What follows belongs to an exercise in optimizing a design on an open flow for small area; a production flow would make more cautious choices. Function was checked by simulation only, so behaviour that the tests miss may differ from the original. Power is estimated from default activity; no workload was simulated.

==> run F: inputs <==
// serial_parallel_converter
module serial_parallel_converter #(
    parameter int unsigned parallelWidth = 512,
    parameter int unsigned serialWidth   = 8
) (
    input  logic                                              clk,
    input  logic                                              rst,
    input  logic [serialWidth-1:0]                            inData,
    input  logic                                              inDataPresent,
    input  logic                                              inDataStartOfFrame,
    input  logic                                              inDataEndOfFrame,
    input  logic                                              inDataError,
    output logic [parallelWidth-1:0]                          outData,
    output logic                                              outValid,
    input  logic                                              outReady,
    output logic                                              outStartOfFrame,
    output logic                                              outEndOfFrame,
    output logic                                              outError,
    output logic [$clog2(parallelWidth/serialWidth):0]        outBytes,
    output logic                                              overflow
);
==> module serial_parallel_converter, before the edit <==
module serial_parallel_converter #(
    parameter int unsigned parallelWidth = 512,
    parameter int unsigned serialWidth   = 8
) (
    input  logic                                              clk,
    input  logic                                              rst,
    input  logic [serialWidth-1:0]                            inData,
    input  logic                                              inDataPresent,
    input  logic                                              inDataStartOfFrame,
    input  logic                                              inDataEndOfFrame,
    input  logic                                              inDataError,
    output logic [parallelWidth-1:0]                          outData,
    output logic                                              outValid,
    input  logic                                              outReady,
    output logic                                              outStartOfFrame,
    output logic                                              outEndOfFrame,
    output logic                                              outError,
    output logic [$clog2(parallelWidth/serialWidth):0]        outBytes,
    output logic                                              overflow
);
    localparam int unsigned N  = parallelWidth / serialWidth;
    localparam int unsigned LW = $clog2(N);
    localparam int unsigned CW = LW + 1;
    localparam int unsigned SW = serialWidth;
    logic [LW-1:0] cnt_q;       
    logic          fill_q;      
    logic          err_q;
    logic          wsof_q;
    logic          clr_q;       
    logic          ovn_q;       
    logic          hold_c, slot_c, accept_c, partial_c, complete_c, cnt_zero_c, last_c;
    logic          load_c, load_word_c, drop_c, wr_c, wr0_c, load_d_c;
    logic [LW-1:0] lane_c;
    logic [CW-1:0] new_cnt_c;
    logic          new_err_c, new_sof_c;
    logic [N-1:0]  wr_k_c;
    logic          keep_c;
    assign cnt_zero_c = (cnt_q == '0);
    assign accept_c   = inDataPresent && (inDataStartOfFrame || fill_q);
    assign partial_c  = inDataPresent && inDataStartOfFrame && !cnt_zero_c;
    assign lane_c     = inDataStartOfFrame ? '0 : cnt_q;
    assign last_c     = (lane_c == LW'(N - 1));
    assign new_cnt_c  = {1'b0, lane_c} + CW'(1);
    assign complete_c = accept_c && (last_c || inDataEndOfFrame);
    assign new_err_c  = inDataStartOfFrame ? inDataError : (err_q || inDataError);
    assign new_sof_c  = inDataStartOfFrame || wsof_q;
    assign hold_c      = outValid && !outReady;
    assign slot_c      = !hold_c;
    assign load_word_c = complete_c && slot_c && !partial_c;
    assign load_c      = (partial_c && slot_c) || load_word_c;
    assign drop_c      = (partial_c && !slot_c) || (complete_c && !load_word_c);
    assign load_d_c    = ovn_q || outReady;
    assign wr_c  = accept_c && !inDataStartOfFrame;
    assign wr0_c = accept_c && (inDataStartOfFrame || cnt_zero_c);
    always_comb begin
        for (int k = 0; k < int'(N); k++) begin
            wr_k_c[k] = wr_c && (cnt_q == LW'(k));
        end
    end
    assign keep_c = !clr_q;
    logic [parallelWidth-1:0] lanes_q;    
    genvar g;
    generate
        for (g = 1; g < int'(N) - 1; g++) begin : g_lane
            s2p_lane #(.W(SW)) u_lane (
                .clk  (clk),
                .wr   (wr_k_c[g]),
                .keep (keep_c),
                .bus  (inData),
                .hold (hold_c),
                .load (load_d_c),
                .q    (lanes_q[g*SW +: SW])
            );
        end
    endgenerate
    assign lanes_q[SW-1:0]               = '0;
    assign lanes_q[parallelWidth-1 -: SW] = '0;
    logic [SW-1:0] acc0_q, nxt0_c, out0_q;
    logic [SW-1:0] outl_q;
    logic          wrl_c;
    assign nxt0_c = wr0_c ? inData : acc0_q;
    assign wrl_c  = wr_k_c[N-1] && load_d_c;
    assign outData = {outl_q, lanes_q[parallelWidth-SW-1:SW], out0_q};
    always_ff @(posedge clk) begin
        acc0_q <= nxt0_c;
        outl_q <= (outl_q & {SW{hold_c}}) | (inData & {SW{wrl_c}});
        if (!hold_c) begin
            out0_q <= partial_c ? acc0_q : nxt0_c;
            if (partial_c) begin
                outBytes        <= {1'b0, cnt_q};
                outStartOfFrame <= wsof_q;
                outEndOfFrame   <= 1'b1;
                outError        <= 1'b1;
            end else begin
                outBytes        <= new_cnt_c;
                outStartOfFrame <= new_sof_c;
                outEndOfFrame   <= inDataEndOfFrame;
                outError        <= new_err_c;
            end
        end
    end
    always_ff @(posedge clk) begin
        if (rst) begin
            fill_q   <= 1'b0;
            cnt_q    <= '0;
            clr_q    <= 1'b1;
            outValid <= 1'b0;
            ovn_q    <= 1'b1;
            overflow <= 1'b0;
        end else begin
            outValid <= hold_c || load_c;
            ovn_q    <= !(hold_c || load_c);
            overflow <= overflow || drop_c;
            clr_q    <= partial_c || complete_c;
            if (accept_c) begin
                if (complete_c) begin
                    cnt_q  <= '0;
                    fill_q <= inDataEndOfFrame ? 1'b0 : (slot_c && !partial_c);
                end else begin
                    cnt_q  <= new_cnt_c[LW-1:0];
                    fill_q <= 1'b1;
                end
            end
        end
    end
    always_ff @(posedge clk) begin
        if (accept_c) begin
            err_q  <= new_err_c;
            wsof_q <= complete_c ? 1'b0 : new_sof_c;
        end
    end
endmodule
Settings: LEC_CHECK=0, CAP_MARGIN=20, CORE_MARGIN=2, CORE_UTILIZATION=55, SLEW_MARGIN=20, SYNTH_HIERARCHICAL=1; clock period 4.0 ns.
standard.sh (not shown) runs the stock make flow with config.mk's settings and CLKGATE_MAP_FILE= SYNTH_SCRIPT=/design/flow/synth_recipe.tcl, a recipe that flattens the netlist after the stock synthesis.
==> flow/flow/run.sh <==
#!/bin/bash
# Standard ORFS layout with two changes: the port buffers are the smallest buffer
# (buf_1) and the clock tree uses the buffers and clustering given below, without dummy loads.
set -euo pipefail
export BUFFER_PORTS_ARGS="-buffer_cell sky130_fd_sc_hd__buf_1"
export CTS_ARGS="-sink_clustering_enable -repair_clock_nets -dont_use_dummy_load -buf_list sky130_fd_sc_hd__clkbuf_8 -sink_clustering_size 16 -sink_clustering_max_diameter 60"
bash standard.sh > make_finish.log 2>&1
==> run R (differences from run F) <==
--- a/flow/design.v
+++ b/flow/design.v
@@ -75,17 +75,27 @@
     endgenerate
     assign lanes_q[SW-1:0]               = '0;
     assign lanes_q[parallelWidth-1 -: SW] = '0;
-    logic [SW-1:0] acc0_q, nxt0_c, out0_q;
+    logic [SW-1:0] out0_q;
+    logic          sel0_c;
     logic [SW-1:0] outl_q;
     logic          wrl_c;
-    assign nxt0_c = wr0_c ? inData : acc0_q;
+    assign sel0_c = wr0_c && !partial_c;
     assign wrl_c  = wr_k_c[N-1] && load_d_c;
+    s2p_lane0 #(.W(SW)) u_lane0 (
+        .clk     (clk),
+        .wr      (wr0_c),
+        .keep    (!wr0_c),
+        .sel_in  (sel0_c),
+        .sel_acc (!sel0_c),
+        .bus     (inData),
+        .hold    (hold_c),
+        .load    (load_d_c),
+        .q       (out0_q)
+    );
     assign outData = {outl_q, lanes_q[parallelWidth-SW-1:SW], out0_q};
     always_ff @(posedge clk) begin
-        acc0_q <= nxt0_c;
         outl_q <= (outl_q & {SW{hold_c}}) | (inData & {SW{wrl_c}});
         if (!hold_c) begin
-            out0_q <= partial_c ? acc0_q : nxt0_c;
             if (partial_c) begin
                 outBytes        <= {1'b0, cnt_q};
                 outStartOfFrame <= wsof_q;
@@ -148,3 +158,23 @@
         q     <= (q & {W{hold}}) | (nxt_c & {W{load}});
     end
 endmodule
+module s2p_lane0 #(
+    parameter int unsigned W = 8
+) (
+    input  logic         clk,
+    input  logic         wr,
+    input  logic         keep,
+    input  logic         sel_in,
+    input  logic         sel_acc,
+    input  logic [W-1:0] bus,
+    input  logic         hold,
+    input  logic         load,
+    output logic [W-1:0] q
+);
+    logic [W-1:0] acc_q, src_c;
+    assign src_c = (bus & {W{sel_in}}) | (acc_q & {W{sel_acc}});
+    always_ff @(posedge clk) begin
+        acc_q <= (acc_q & {W{keep}}) | (bus & {W{wr}});
+        q     <= (q & {W{hold}}) | (src_c & {W{load}});
+    end
+endmodule
==> flow/flow/run.sh (replaced) <==
#!/bin/bash
# Standard ORFS layout with two changes: the port buffers are the smallest buffer
# (buf_1) and the clock tree uses the buffers and clustering given below, without dummy loads.
set -euo pipefail
export BUFFER_PORTS_ARGS="-buffer_cell sky130_fd_sc_hd__buf_1"
export CTS_ARGS="-sink_clustering_enable -repair_clock_nets -dont_use_dummy_load -buf_list sky130_fd_sc_hd__clkbuf_8 -sink_clustering_size 20 -sink_clustering_max_diameter 45"
bash standard.sh > make_finish.log 2>&1
--- a/flow/config.mk
+++ b/flow/config.mk
@@ -7,6 +7,6 @@
 export LEC_CHECK = 0
 export CAP_MARGIN = 20
 export CORE_MARGIN = 2
-export CORE_UTILIZATION = 55
+export CORE_UTILIZATION = 80
 export SLEW_MARGIN = 20
 export SYNTH_HIERARCHICAL = 1
==> qor summary <==
Final routed wire length divided by cell count: run R 25.83 microns; run F 25.91 microns
Register area: run R 20,920 sq um; run F 21,000 sq um
Number of flops mapped to enable cells by yosys: run R 12; run F 20
Largest net degree at the start of global routing: run R 198; run F 192
Number of standard-cell rows in the floorplan: run R 74; run F 89
Routed length on met2: run R 39,260 microns; run F 42,210 microns
Post-synthesis share of cell area spent on full adders, half adders and majority gates: run R 0.03827%; run F 0.03821%
Gr usage total: run R 39.50%; run F 29.53%
Data buffer area share: run R 6.887%; run F 7.065%
Sequential share of power: run R 66.8%; run F 65.8%
Detailed placer's ending HPWL: run R 54,040 microns; run F 58,160 microns
CP Class: run R in2reg; run F reg2reg
Number of antenna violations at the first check in global routing: run R 4; run F 3
Critical path startpoint category: run R input pin; run F flop
Inst Count DP: run R 3,329; run F 3,576
Total net switching power: run R 3.495 mW; run F 3.639 mW
Slew Limit Headroom: run R 22.58%; run F 25.51%
Basic-gate share of the synthesized area counting and, or, nand and nor cells: run R 1.784%; run F 1.830%
DIE AREA: run R 42,500 sq um; run F 61,500 sq um
Cell seen most often among critical-path stages: run R sky130_fd_sc_hd__inv_1; run F sky130_fd_sc_hd__a22o_1
Crit path depth: run R 9; run F 5
Met3 layer usage reported by global route: run R 11.73%; run F 8.153%
Static Leak: run R 13.31 nW; run F 13.38 nW
Status: run R finished clean; run F finished clean
Setup slack of the critical path after layout: run R 1.166 ns; run F 1.356 ns
Layout clock buffer count: run R 71; run F 75

[what the ideal ports hide]
The results above use ideal ports. As a check the final layouts listed here were re-extracted and re-timed, cells and wires unchanged.
Step 1, drivers: a clkbuf_16 drives clk and a buf_2 each remaining input, both assumed.
Step 2 moves the port delays by t, midway between the first and last clock arrival at a register: inputs arrive t later, outputs are due t later. That takes back most of the time a late clock gives input paths.
Three values: ideal ports, drivers, drivers and shift; two values: the first two.
run | shift t [ns] | setup WS [ns] | latest minus earliest clock arrival (ns) | pins driven straight from the clock port
run F | 0.731 | 1.356 / 1.356 / 0.799 | 0.052 / 0.052 | 1
run R | 0.699 | 1.166 / 1.159 / 0.460 | 0.073 / 0.073 | 1
After both steps every run listed still meets setup and hold. The setup slack of run R, which loses most, moves by -0.007 ns with the drivers and by -0.706 ns with both steps.
